This design comes from an exercise in tuning for small area, a short achievable clock period and few clock cycles per item on the open sky130 flow, not from production work. Only simulation tests tie the RTL to the original design; equivalence was not proved.

==> flow/design.v <==
`timescale 1ns / 1ps
package esc_pkg;
	localparam int QUEUE_DEPTH_DEF = 4;
	localparam int IN_DATA_W       = 56;
	localparam int OUT_DATA_W      = 80;
	localparam int CFG_IDX_W       = 3;
	localparam int CFG_DATA_W      = 48;
	typedef enum logic [CFG_IDX_W-1:0] {
		REG_TEMP_CALIB  = 3'd0,
		REG_PRESS_1_3   = 3'd1,
		REG_PRESS_4_6   = 3'd2,
		REG_PRESS_7_9   = 3'd3,
		REG_HUM_1_3     = 3'd4,
		REG_HUM_4_6     = 3'd5
	} reg_idx_t;
	typedef struct packed {
		logic [47:0] temp;
		logic [47:0] p13;
		logic [47:0] p46;
		logic [47:0] p79;
		logic [31:0] h13;
		logic [31:0] h46;
	} calib_t;
	typedef struct packed {
		logic signed [31:0] tfine;
		logic [23:0]        temperature;
		logic [16:0]        humidity;
		logic [19:0]        raw_press;
	} front_res_t;
endpackage
`timescale 1ns / 1ps
module esc_queue #(
	parameter int DEPTH = esc_pkg::QUEUE_DEPTH_DEF
) (
	input  logic                clk,
	input  logic                arst_n,
	input  logic                push,
	input  esc_pkg::front_res_t wdata,
	input  logic                pop,
	output esc_pkg::front_res_t rdata,
	output logic                full,
	output logic                empty
);
	localparam int PW = (DEPTH > 1) ? $clog2(DEPTH) : 1;
	localparam int CW = $clog2(DEPTH + 1);
	logic [$bits(wdata)-1:0]  entry_q [DEPTH];
	logic [PW-1:0]       wr_ptr_q, rd_ptr_q;
	logic [CW-1:0]       cnt_q;
	assign full  = (cnt_q == CW'(DEPTH));
	assign empty = (cnt_q == '0);
	assign rdata = entry_q[rd_ptr_q];
	always_ff @(posedge clk or negedge arst_n) begin
		if (!arst_n) begin
			wr_ptr_q <= '0;
			rd_ptr_q <= '0;
			cnt_q    <= '0;
		end else begin
			if (push)
				wr_ptr_q <= (wr_ptr_q == PW'(DEPTH - 1)) ? '0 : wr_ptr_q + 1'b1;
			if (pop)
				rd_ptr_q <= (rd_ptr_q == PW'(DEPTH - 1)) ? '0 : rd_ptr_q + 1'b1;
			if (push && !pop)      cnt_q <= cnt_q + 1'b1;
			else if (pop && !push) cnt_q <= cnt_q - 1'b1;
		end
	end
	always_ff @(posedge clk) begin
		if (push) entry_q[wr_ptr_q] <= wdata;
	end
endmodule
`timescale 1ns / 1ps
module esc_front (
	input  logic                          clk,
	input  logic                          arst_n,
	input  logic                          s_tvalid,
	output logic                          s_tready,
	input  logic [esc_pkg::IN_DATA_W-1:0] s_tdata,
	input  esc_pkg::calib_t               calib,
	input  logic                          q_full,
	output logic                          q_push,
	output esc_pkg::front_res_t           q_data
);
	logic signed [31:0] t2, t3, h1, h2, h3, h4, h5, h6;
	always_comb begin
		t2 = 32'($signed(calib.temp[31:16]));
		t3 = 32'($signed(calib.temp[47:32]));
		h1 = {24'b0, calib.h13[7:0]};
		h2 = 32'($signed(calib.h13[23:8]));
		h3 = {24'b0, calib.h13[31:24]};
		h4 = 32'($signed(calib.h46[11:0]));
		h5 = 32'($signed(calib.h46[23:12]));
		h6 = 32'($signed(calib.h46[31:24]));
	end
	logic en;
	logic vld_s1, vld_s2, vld_s3, vld_s4, vld_s5, vld_s6, vld_s7, vld_s8, vld_s9;
	assign en       = !vld_s9 || !q_full;
	assign s_tready = en;
	assign q_push   = vld_s9 && !q_full;
	always_ff @(posedge clk or negedge arst_n) begin
		if (!arst_n) begin
			vld_s1 <= 1'b0; vld_s2 <= 1'b0; vld_s3 <= 1'b0;
			vld_s4 <= 1'b0; vld_s5 <= 1'b0; vld_s6 <= 1'b0;
			vld_s7 <= 1'b0; vld_s8 <= 1'b0; vld_s9 <= 1'b0;
		end else if (en) begin
			vld_s1 <= s_tvalid;
			vld_s2 <= vld_s1; vld_s3 <= vld_s2; vld_s4 <= vld_s3;
			vld_s5 <= vld_s4; vld_s6 <= vld_s5; vld_s7 <= vld_s6;
			vld_s8 <= vld_s7; vld_s9 <= vld_s8;
		end
	end
	logic signed [31:0] m1_s1, dd_s1, v1_s2, m2_s2, tfine_s3;
	logic signed [31:0] pa_s4, pb_s4, pc_s4, x_s5, y0_s5, x_s6, y1_s6;
	logic signed [31:0] vv_s7, vv_s8, ss_s8, vv_s9, w_s9, sv;
	logic signed [31:0] tfine_s4, tfine_s5, tfine_s6, tfine_s7, tfine_s8, tfine_s9;
	logic [23:0]        temp_s4, temp_s5, temp_s6, temp_s7, temp_s8, temp_s9;
	logic [15:0]        hum_s1, hum_s2, hum_s3, hum_s4;
	logic [19:0]        rp_s1, rp_s2, rp_s3, rp_s4, rp_s5, rp_s6, rp_s7, rp_s8, rp_s9;
	logic [19:0]        raw_press, raw_temp;
	logic [15:0]        raw_hum;
	logic signed [31:0] e1, dt;
	always_comb begin
		raw_press = s_tdata[19:0];
		raw_temp  = s_tdata[39:20];
		raw_hum   = s_tdata[55:40];
		e1 = $signed({15'b0, raw_temp[19:3]}) - $signed({15'b0, calib.temp[15:0], 1'b0});
		dt = $signed({16'b0, raw_temp[19:4]}) - $signed({16'b0, calib.temp[15:0]});
	end
	logic signed [31:0] tt, hv_base;
	logic [23:0]        temp_sat;
	always_comb begin
		tt = ((tfine_s3 <<< 2) + tfine_s3 + 32'sd128) >>> 8;
		if (tt > 32'sd8388607)       temp_sat = 24'h7FFFFF;
		else if (tt < -32'sd8388608) temp_sat = 24'h800000;
		else                         temp_sat = tt[23:0];
		hv_base = tfine_s3 - 32'sd76800;
	end
	assign sv = vv_s7 >>> 15;
	always_ff @(posedge clk) begin
		if (en) begin
			m1_s1  <= e1 * t2;
			dd_s1  <= dt * dt;
			hum_s1 <= raw_hum;
			rp_s1  <= raw_press;
			v1_s2  <= m1_s1 >>> 11;
			m2_s2  <= (dd_s1 >>> 12) * t3;
			hum_s2 <= hum_s1;
			rp_s2  <= rp_s1;
			tfine_s3 <= v1_s2 + (m2_s2 >>> 14);
			hum_s3   <= hum_s2;
			rp_s3    <= rp_s2;
			pa_s4    <= h5 * hv_base;
			pb_s4    <= hv_base * h6;
			pc_s4    <= hv_base * h3;
			temp_s4  <= temp_sat;
			tfine_s4 <= tfine_s3;
			hum_s4   <= hum_s3;
			rp_s4    <= rp_s3;
			x_s5     <= ($signed({2'b0, hum_s4, 14'b0}) - (h4 <<< 20) - pa_s4
				+ 32'sd16384) >>> 15;
			y0_s5    <= (pb_s4 >>> 10) * ((pc_s4 >>> 11) + 32'sd32768);
			temp_s5  <= temp_s4;
			tfine_s5 <= tfine_s4;
			rp_s5    <= rp_s4;
			y1_s6    <= ((y0_s5 >>> 10) + 32'sd2097152) * h2 + 32'sd8192;
			x_s6     <= x_s5;
			temp_s6  <= temp_s5;
			tfine_s6 <= tfine_s5;
			rp_s6    <= rp_s5;
			vv_s7    <= x_s6 * (y1_s6 >>> 14);
			temp_s7  <= temp_s6;
			tfine_s7 <= tfine_s6;
			rp_s7    <= rp_s6;
			ss_s8    <= sv * sv;
			vv_s8    <= vv_s7;
			temp_s8  <= temp_s7;
			tfine_s8 <= tfine_s7;
			rp_s8    <= rp_s7;
			w_s9     <= (ss_s8 >>> 7) * h1;
			vv_s9    <= vv_s8;
			temp_s9  <= temp_s8;
			tfine_s9 <= tfine_s8;
			rp_s9    <= rp_s8;
		end
	end
	logic signed [31:0] hv;
	logic [31:0]        hc;
	always_comb begin
		hv = vv_s9 - (w_s9 >>> 4);
		if (hv[31])                   hc = 32'd0;
		else if (hv > 32'sd419430400) hc = 32'd419430400;
		else                          hc = hv;
		q_data.tfine       = tfine_s9;
		q_data.temperature = temp_s9;
		q_data.humidity    = hc[28:12];
		q_data.raw_press   = rp_s9;
	end
endmodule
`timescale 1ns / 1ps
module esc_back (
	input  logic                           clk,
	input  logic                           arst_n,
	input  esc_pkg::calib_t                calib,
	input  logic                           q_empty,
	input  esc_pkg::front_res_t            q_data,
	output logic                           q_pop,
	output logic                           m_tvalid,
	input  logic                           m_tready,
	output logic [esc_pkg::OUT_DATA_W-1:0] m_tdata
);
	typedef enum logic [3:0] {
		ST_IDLE = 4'b0001,
		ST_MUL  = 4'b0010,
		ST_DIV  = 4'b0100,
		ST_FIN  = 4'b1000
	} state_t;
	typedef enum logic [3:0] {
		OP_AA  = 4'd0,
		OP_B6  = 4'd1,
		OP_B5  = 4'd2,
		OP_C3  = 4'd3,
		OP_C2  = 4'd4,
		OP_X1  = 4'd5,
		OP_NUM = 4'd6,
		OP_Q9  = 4'd7,
		OP_QQ  = 4'd8,
		OP_P8  = 4'd9
	} op_t;
	state_t state_q;
	logic [3:0] op_q;
	logic [1:0]  ph_q;
	logic [5:0]  cnt_q;
	logic        na_q, nb_q, pv_q, ov_q;
	logic [63:0] a_q, aa_q, b_q, c_q, x_q, pq_q, acc_q, pp_q, dvd_q, dvs_q, rem_q;
	logic [23:0] temp_q, o_temp_q;
	logic [16:0] hum_q, o_hum_q;
	logic [19:0] rp_q;
	logic [31:0] o_pres_q;
	logic        o_pv_q;
	logic [63:0] p1, p2, p3, p4, p5, p6, p7, p8, p9;
	always_comb begin
		p1 = {48'b0, calib.p13[15:0]};
		p2 = 64'($signed(calib.p13[31:16]));
		p3 = 64'($signed(calib.p13[47:32]));
		p4 = 64'($signed(calib.p46[15:0]));
		p5 = 64'($signed(calib.p46[31:16]));
		p6 = 64'($signed(calib.p46[47:32]));
		p7 = 64'($signed(calib.p79[15:0]));
		p8 = 64'($signed(calib.p79[31:16]));
		p9 = 64'($signed(calib.p79[47:32]));
	end
	logic [63:0] opa, opb, num_base, qv;
	always_comb begin
		num_base = ((64'd1048576 - {44'b0, rp_q}) << 31) - b_q;
		qv       = 64'($signed(pq_q) >>> 13);
		case (op_q)
			OP_AA:   begin opa = a_q;      opb = a_q;       end
			OP_B6:   begin opa = aa_q;     opb = p6;        end
			OP_B5:   begin opa = a_q;      opb = p5;        end
			OP_C3:   begin opa = aa_q;     opb = p3;        end
			OP_C2:   begin opa = a_q;      opb = p2;        end
			OP_X1:   begin opa = c_q;      opb = p1;        end
			OP_NUM:  begin opa = num_base; opb = 64'd3125;  end
			OP_Q9:   begin opa = p9;       opb = qv;        end
			OP_QQ:   begin opa = c_q;      opb = qv;        end
			OP_P8:   begin opa = p8;       opb = pq_q;      end
			default: begin opa = '0;       opb = '0;        end
		endcase
	end
	logic [31:0] mx, my;
	logic [63:0] mp, prod;
	always_comb begin
		mx   = (ph_q == 2'd2) ? opa[63:32] : opa[31:0];
		my   = (ph_q == 2'd1) ? opb[63:32] : opb[31:0];
		mp   = {32'b0, mx} * {32'b0, my};
		prod = acc_q + {pp_q[31:0], 32'b0};
	end
	logic [64:0] dr, dr_sub;
	logic        dge;
	logic [63:0] quo;
	always_comb begin
		dr     = {rem_q, dvd_q[63]};
		dr_sub = dr - {1'b0, dvs_q};
		dge    = !dr_sub[64];
		quo    = {dvd_q[62:0], dge};
	end
	logic [63:0] pr;
	logic [31:0] pres_sat;
	always_comb begin
		pr = 64'($signed(c_q) >>> 8) + (p7 << 4);
		if (pr[63])             pres_sat = 32'd0;
		else if (|pr[63:32])    pres_sat = 32'hFFFFFFFF;
		else                    pres_sat = pr[31:0];
	end
	logic out_load;
	assign q_pop    = (state_q == ST_IDLE) && !q_empty;
	assign out_load = (state_q == ST_FIN) && (!ov_q || m_tready);
	assign m_tvalid = ov_q;
	assign m_tdata  = {6'b0, o_hum_q, o_pv_q, o_pres_q, o_temp_q};
	always_ff @(posedge clk or negedge arst_n) begin
		if (!arst_n) begin
			state_q <= ST_IDLE;
			op_q    <= OP_AA;
			ph_q    <= 2'd0;
			cnt_q   <= '0;
			ov_q    <= 1'b0;
		end else begin
			if (out_load)              ov_q <= 1'b1;
			else if (ov_q && m_tready) ov_q <= 1'b0;
			case (state_q)
				ST_IDLE: begin
					if (q_pop) begin
						a_q     <= 64'($signed(q_data.tfine)) - 64'd128000;
						temp_q  <= q_data.temperature;
						hum_q   <= q_data.humidity;
						rp_q    <= q_data.raw_press;
						op_q    <= OP_AA;
						ph_q    <= 2'd0;
						state_q <= ST_MUL;
					end
				end
				ST_MUL: begin
					ph_q <= ph_q + 2'd1;
					case (ph_q)
						2'd0: pp_q <= mp;
						2'd1: begin acc_q <= pp_q; pp_q <= mp; end
						2'd2: begin acc_q <= acc_q + {pp_q[31:0], 32'b0}; pp_q <= mp; end
						default: begin
							op_q <= op_q + 4'd1;
							case (op_q)
								OP_AA: aa_q <= prod;
								OP_B6: b_q  <= prod;
								OP_B5: b_q  <= b_q + (prod << 17) + (p4 << 35);
								OP_C3: c_q  <= 64'($signed(prod) >>> 8);
								OP_C2: c_q  <= c_q + (prod << 12) + (64'd1 << 47);
								OP_X1: x_q  <= 64'($signed(prod) >>> 33);
								OP_NUM: begin
									if (x_q == '0) begin
										pv_q    <= 1'b0;
										state_q <= ST_FIN;
									end else begin
										pv_q    <= 1'b1;
										na_q    <= prod[63];
										nb_q    <= x_q[63];
										dvd_q   <= prod[63] ? -prod : prod;
										dvs_q   <= x_q[63] ? -x_q : x_q;
										rem_q   <= '0;
										cnt_q   <= '0;
										state_q <= ST_DIV;
									end
								end
								OP_Q9: c_q <= prod;
								OP_QQ: c_q <= 64'($signed(prod) >>> 25);
								OP_P8: begin
									c_q     <= pq_q + c_q + 64'($signed(prod) >>> 19);
									state_q <= ST_FIN;
								end
								default: state_q <= ST_IDLE;
							endcase
						end
					endcase
				end
				ST_DIV: begin
					rem_q <= dge ? dr_sub[63:0] : dr[63:0];
					dvd_q <= quo;
					cnt_q <= cnt_q + 6'd1;
					if (cnt_q == 6'd63) begin
						pq_q    <= (na_q ^ nb_q) ? -quo : quo;
						op_q    <= OP_Q9;
						ph_q    <= 2'd0;
						state_q <= ST_MUL;
					end
				end
				ST_FIN: begin
					if (out_load) begin
						o_temp_q <= temp_q;
						o_hum_q  <= hum_q;
						o_pv_q   <= pv_q;
						o_pres_q <= pv_q ? pres_sat : 32'd0;
						state_q  <= ST_IDLE;
					end
				end
				default: state_q <= ST_IDLE;
			endcase
		end
	end
endmodule
`timescale 1ns / 1ps
module env_sensor_compensation_unit #(
	parameter int QUEUE_DEPTH = esc_pkg::QUEUE_DEPTH_DEF
) (
	input  logic                           clk,
	input  logic                           arst_n,
	input  logic                           s_tvalid,
	output logic                           s_tready,
	input  logic [esc_pkg::IN_DATA_W-1:0]  s_tdata,
	output logic                           m_tvalid,
	input  logic                           m_tready,
	output logic [esc_pkg::OUT_DATA_W-1:0] m_tdata,
	input  logic                           cfg_we,
	input  logic [esc_pkg::CFG_IDX_W-1:0]  cfg_index,
	input  logic [esc_pkg::CFG_DATA_W-1:0] cfg_wdata
);
	esc_pkg::calib_t     calib_q;
	esc_pkg::front_res_t f_data, q_rdata;
	logic                f_push, q_full, q_empty, q_pop;
	always_ff @(posedge clk or negedge arst_n) begin
		if (!arst_n) begin
			calib_q <= '0;
		end else if (cfg_we) begin
			case (cfg_index)
				esc_pkg::REG_TEMP_CALIB: calib_q.temp <= cfg_wdata;
				esc_pkg::REG_PRESS_1_3:  calib_q.p13  <= cfg_wdata;
				esc_pkg::REG_PRESS_4_6:  calib_q.p46  <= cfg_wdata;
				esc_pkg::REG_PRESS_7_9:  calib_q.p79  <= cfg_wdata;
				esc_pkg::REG_HUM_1_3:    calib_q.h13  <= cfg_wdata[31:0];
				esc_pkg::REG_HUM_4_6:    calib_q.h46  <= cfg_wdata[31:0];
				default: ;
			endcase
		end
	end
	esc_front u_front (
		.clk      (clk),
		.arst_n   (arst_n),
		.s_tvalid (s_tvalid),
		.s_tready (s_tready),
		.s_tdata  (s_tdata),
		.calib    (calib_q),
		.q_full   (q_full),
		.q_push   (f_push),
		.q_data   (f_data)
	);
	esc_queue #(
		.DEPTH (QUEUE_DEPTH)
	) u_queue (
		.clk    (clk),
		.arst_n (arst_n),
		.push   (f_push),
		.wdata  (f_data),
		.pop    (q_pop),
		.rdata  (q_rdata),
		.full   (q_full),
		.empty  (q_empty)
	);
	esc_back u_back (
		.clk      (clk),
		.arst_n   (arst_n),
		.calib    (calib_q),
		.q_empty  (q_empty),
		.q_data   (q_rdata),
		.q_pop    (q_pop),
		.m_tvalid (m_tvalid),
		.m_tready (m_tready),
		.m_tdata  (m_tdata)
	);
endmodule
==> flow/run.sh <==
#!/bin/bash
# synth_recipe.tcl (not shown) runs the flow's synth.tcl, then flattens the netlist and writes it again
# the make line also repeats each setting of config.mk as NAME=value (left out here)
make -C /OpenROAD-flow-scripts/flow DESIGN_CONFIG=/design/flow/config.mk WORK_HOME=/design/flow/orfs CLKGATE_MAP_FILE= SYNTH_SCRIPT=/design/flow/synth_recipe.tcl finish
==> flow/config.mk <==
export PLATFORM = sky130hd
export DESIGN_NAME = env_sensor_compensation_unit
export DESIGN_NICKNAME = env_sensor_compensation_unit
export VERILOG_FILES = /design/flow/design.v
export SDC_FILE = /design/flow/constraint.sdc
export NUM_CORES = 8
export LEC_CHECK = 0
export CAP_MARGIN = 20
export CORE_MARGIN = 2
export CORE_UTILIZATION = 25
export SLEW_MARGIN = 20
==> flow/constraint.sdc <==
create_clock -name core_clock -period 12.5 [get_ports {clk}]
set_input_delay 2.5000 -clock core_clock [delete_from_list [all_inputs] [get_ports {clk}]]
set_output_delay 2.5000 -clock core_clock [all_outputs]
set_load 0.01 [all_outputs]
==> qor.csv <==
stage,metric,value,unit
yosys,sequential area share after synthesis,27.8,%
placed_design,post-DP HPWL,601000,µm
sta,worst-margin pin slew,1.25,ns
die,FP Rows,363,
grt,largest net degree at the start of global routing,178,
setup_path,CP most frequent cell,fa_1,
clock_tree,H-tree depth,5,
yosys,Synth Instances,23500,
yosys,"EDFF count, synth",2030,
yosys,Adder-Cell Fraction of Synth Area,38.9,%
grt,first-pass GRT wire length,1150000,µm
placed_design,# port buffers,184,
setup_path,critical path type,register to register,
sta,Max Freq,83.2,MHz
setup_path,critical-path maximum fanout,25,
setup_path,Critical Path End Type,register,
cells_and_area,Synth-to-Final Area Change,12.4,%
yosys,Synth Area in XOR/XNOR,3.68,%
sta,Final Hold Vio Count,0,
clock_tree,Num CTS Buffers,264,
status,status,"complete, no violations",
sta,max-slew violations,0,
drt,DRT Wirelength,770000,µm
flow_run,# Max-Cap Violations,0,
cells_and_area,layout cells sized above 1,7.09,%
clock_tree,clk buf depth,4,
setup_path,CP max-delay cell,dfrtp_1,
sta,final period utilization,96.2,%
sta,Final min period,12.02,ns
yosys,Simple-Gate Fraction of Synth Area,12.1,%
yosys,Yosys reg bits,2319,
yosys,largest family of logic cells by synthesized area,adder cells,
placed_design,DP Area,266000,µm²
setup_path,critical path arrival,12.73,ns
drt,Vias/cell,4.66,
cells_and_area,post-layout util,28.2,%
grt,gr usage total,15.3,%
setup_path,crit start category,register,
cells_and_area,"Design Area, Final",276000,µm²
drt,drt wl/cell,20.8,µm
worst_hold_path,Hold WC Path Type,register to register,
drt,via count,173000,
setup_path,r2r setup slk,0.48,ns
clock_tree,"Clk pin slew, worst setup/hold paths",0.07,ns
yosys,Mapped Area,245000,µm²
yosys,"Top FF cell, synth",edfxtp_1,
setup_path,Crit path required time,13.21,ns
die,IO Count,194,
grt,GR Overflow Total,0,
drt,DRT Pass-1 Iters,9,
sta,slew margin rel.,16.4,%
setup_path,Buf/Inv on CP,5,
die,Initial Util,25.1,%
drt,initial drt markers,15800,
sta,Final TNS setup,0,ns
yosys,post-synthesis async set-or-reset flop share,12.5,%
yosys,Netlist cell types,119,
die,die area,989000,µm²
sta,Final setup viols,0,
drt,DRC viols,0,
clock_tree,worst skew pair latency,0.97,ns
yosys,Yosys warning total,4,
drt,antenna-violating nets left,0,
grt,vias in the first global route,179000,
grt,initial antenna violation count,110,
clock_tree,# clock sinks,2319,
die,total core area,977000,µm²
setup_path,CP top delay family,adder cells,
yosys,Post-Syn Area per Cell,10.4,µm²
yosys,compound-cell area share of the yosys netlist,6.93,%
die,Die Span Y,995,µm
setup_path,Worst path max stage delay,0.83,ns
clock_tree,CTS tree,built,
die,Die Wd,995,µm
yosys,mux contribution to synthesized area,2.15,%
clock_tree,Root Buffer,clkbuf_16,
sta,clk_skew,0.111,ns
cells_and_area,Layout Nets,29300,
placed_design,global placement routability congestion,0.979,
==> registers in the layout, indices dropped and copies added, names as in the netlist, 28 cells and up <==
signal,cells
calib_q,256
u_back.a_q,33
u_back.aa_q,64
u_back.acc_q,64
u_back.b_q,64
u_back.c_q,64
u_back.dvd_q,64
u_back.dvs_q,64
u_back.o_pres_q,32
u_back.pp_q,64
u_back.pq_q,64
u_back.rem_q,64
u_back.x_q,31
u_front.pa_s4,32
u_front.vv_s7,32
u_front.vv_s8,31
u_front.vv_s9,32
u_front.w_s9,28
u_queue.entry_q,332
==> Yosys cell counts, drive strengths merged, types with 67 or more instances <==
library cell  count  area [µm²]
nor2           1299        4880
mux2            279        3140
xor2            284        2490
ha             1712       21400
fa             3694       74000
inv            4523       17000
xnor2           746        6540
dfrtp           288        7210
a21o            284        2130
nor2b           185        1160
and3            106         663
nor3            198        1010
edfxtp         2030       61000
and2           1217        7610
a222oi           67         671
nand2          2550        9580
mux4             83        1870
buf             113         519
a31oi            85         532
o21ai           489        2450
or3              70         443
nand2b          276        1730
a21oi           797        3990
a221oi           88         771
o21a            130         976
clkbuf          839        3150
nand3           178         896
o21bai           82         616
==> placed cells by master, fill, tap and decap left out, types with 62 or more instances in the layout <==
cell type	netlist	layout
nand3_1	177	176
ha_1	1712	1710
dfrtp_1	288	286
a221oi_1	88	87
nor2b_1	185	184
or3_1	69	69
inv_1	4521	4519
nand2b_1	276	276
buf_4	10	645
xnor2_1	745	727
a31oi_1	85	84
nor2_1	1298	1291
a21o_1	284	282
clkbuf_16	0	266
a222oi_1	67	67
mux4_2	83	83
a211oi_1	62	62
and3_1	106	105
a21oi_1	797	789
fa_1	3694	3693
and2_1	1215	1209
mux2_2	279	279
nor3_1	195	188
o21ai_0	470	468
clkdlybuf4s50_1	0	179
nand2_1	2548	2544
diode_2	0	95
xor2_1	284	276
edfxtp_1	2030	2030
o21bai_1	82	82
o21a_1	130	130
==> final cells by class <==
class	count	area (µm²)
Fill cell	102000	702000
Multi-Input combinational cell	15800	157000
Sequential cell	2319	68200
Inverter	4525	17000
Tap cell	13000	16200
Timing Repair Buffer	883	7730
Clock buffer	314	6920
Clock inverter	163	2030
Antenna cell	95	238
==> logic make-up after synthesis <==
| group | Yosys count |
|---|---|
| AO/OA/AOI/OAI | 2597 |
| multiplexers | 388 |
| adder cells (fa/ha/maj) | 5407 |
| XOR/XNOR | 1030 |
| AND/OR/NAND/NOR | 6328 |
| buffers and inverters | 5477 |
| other | 1 |
| flip-flops | 2319 |
==> stage by stage <==
stage / instances / hold slack [ns] / setup WS, ns
final: 37000 / 0.350 / 0.478
after global routing: 37000 / 0.390 / -0.0326
after CTS: 36900 / 0.380 / 0.272
after detailed placement: 36500 / 0.405 / 0.296
after floorplan: 23600 / 0.400 / -2.64
after global placement: 36500 / 0.400 / 0.283
==> timing repair <==
item	4_1_cts	5_1_grt
endpoints found under the setup margin	0	15
gates resized for setup	0	16
setup buffers	0	0
hold buffers	0	0
==> routing by layer <==
layer  global-route usage [%]  vias up  share of wire, %
met3                     3.71     1406               9.4
met1                     20.5    89100                42
met4                     6.46       30               5.0
met5                        0        -             0.028
met2                     23.5     6899                44
li1                         -    75400                 -
==> worst paths after layout <==
check                                                      end                            from  cells past startpoint
worst max register to register       u_back.pp_q[60]$_DFFE_PP_      u_back.op_q[3]$_DFFE_PN0P_                     37
worst min-delay path            u_front.tfine_s9[17]$_DFFE_PP_  u_front.tfine_s8[17]$_DFFE_PP_                      0
worst max-delay path                 u_back.pp_q[60]$_DFFE_PP_      u_back.op_q[3]$_DFFE_PN0P_                     37
worst min register to register  u_front.tfine_s9[17]$_DFFE_PP_  u_front.tfine_s8[17]$_DFFE_PP_                      0
max in group asynchronous              calib_q[31]$_DFFE_PN0P_                          arst_n                      3
min in group asynchronous              u_back.ov_q$_DFFE_PN0P_                          arst_n                      1
Testbench counts, summed over its fixed seeds: cycles 81,496, items 768.

[static timing again, ports no longer ideal]
How much do the figures lean on ideal ports? The routed layout below was timed once more, with nothing changed but the port constraints. Step 1 (the two cells are an assumption about what drives the block):
set clk [get_ports {clk}]
set_driving_cell -lib_cell sky130_fd_sc_hd__clkbuf_16 $clk
set_driving_cell -lib_cell sky130_fd_sc_hd__buf_2 [delete_from_list [all_inputs] $clk]
Step 2 times the ports against the registers' clock, not the clock port: input delays grow and output delays shrink by t, the midpoint of the rising clock arrivals with the driver on. a / b / c = ideal ports / drivers / drivers and shift; a / b = the first two.
t, ns: 1.011
slack for setup (ns): 0.478 / 0.478 / 0.263
worst setup path at the end: input to register
worst register clock-pin slew, ns: 0.08 / 0.08
After both steps setup and hold are still met in this run. The setup slack of this run moves by 0.000 ns with the drivers and by -0.215 ns with both steps.
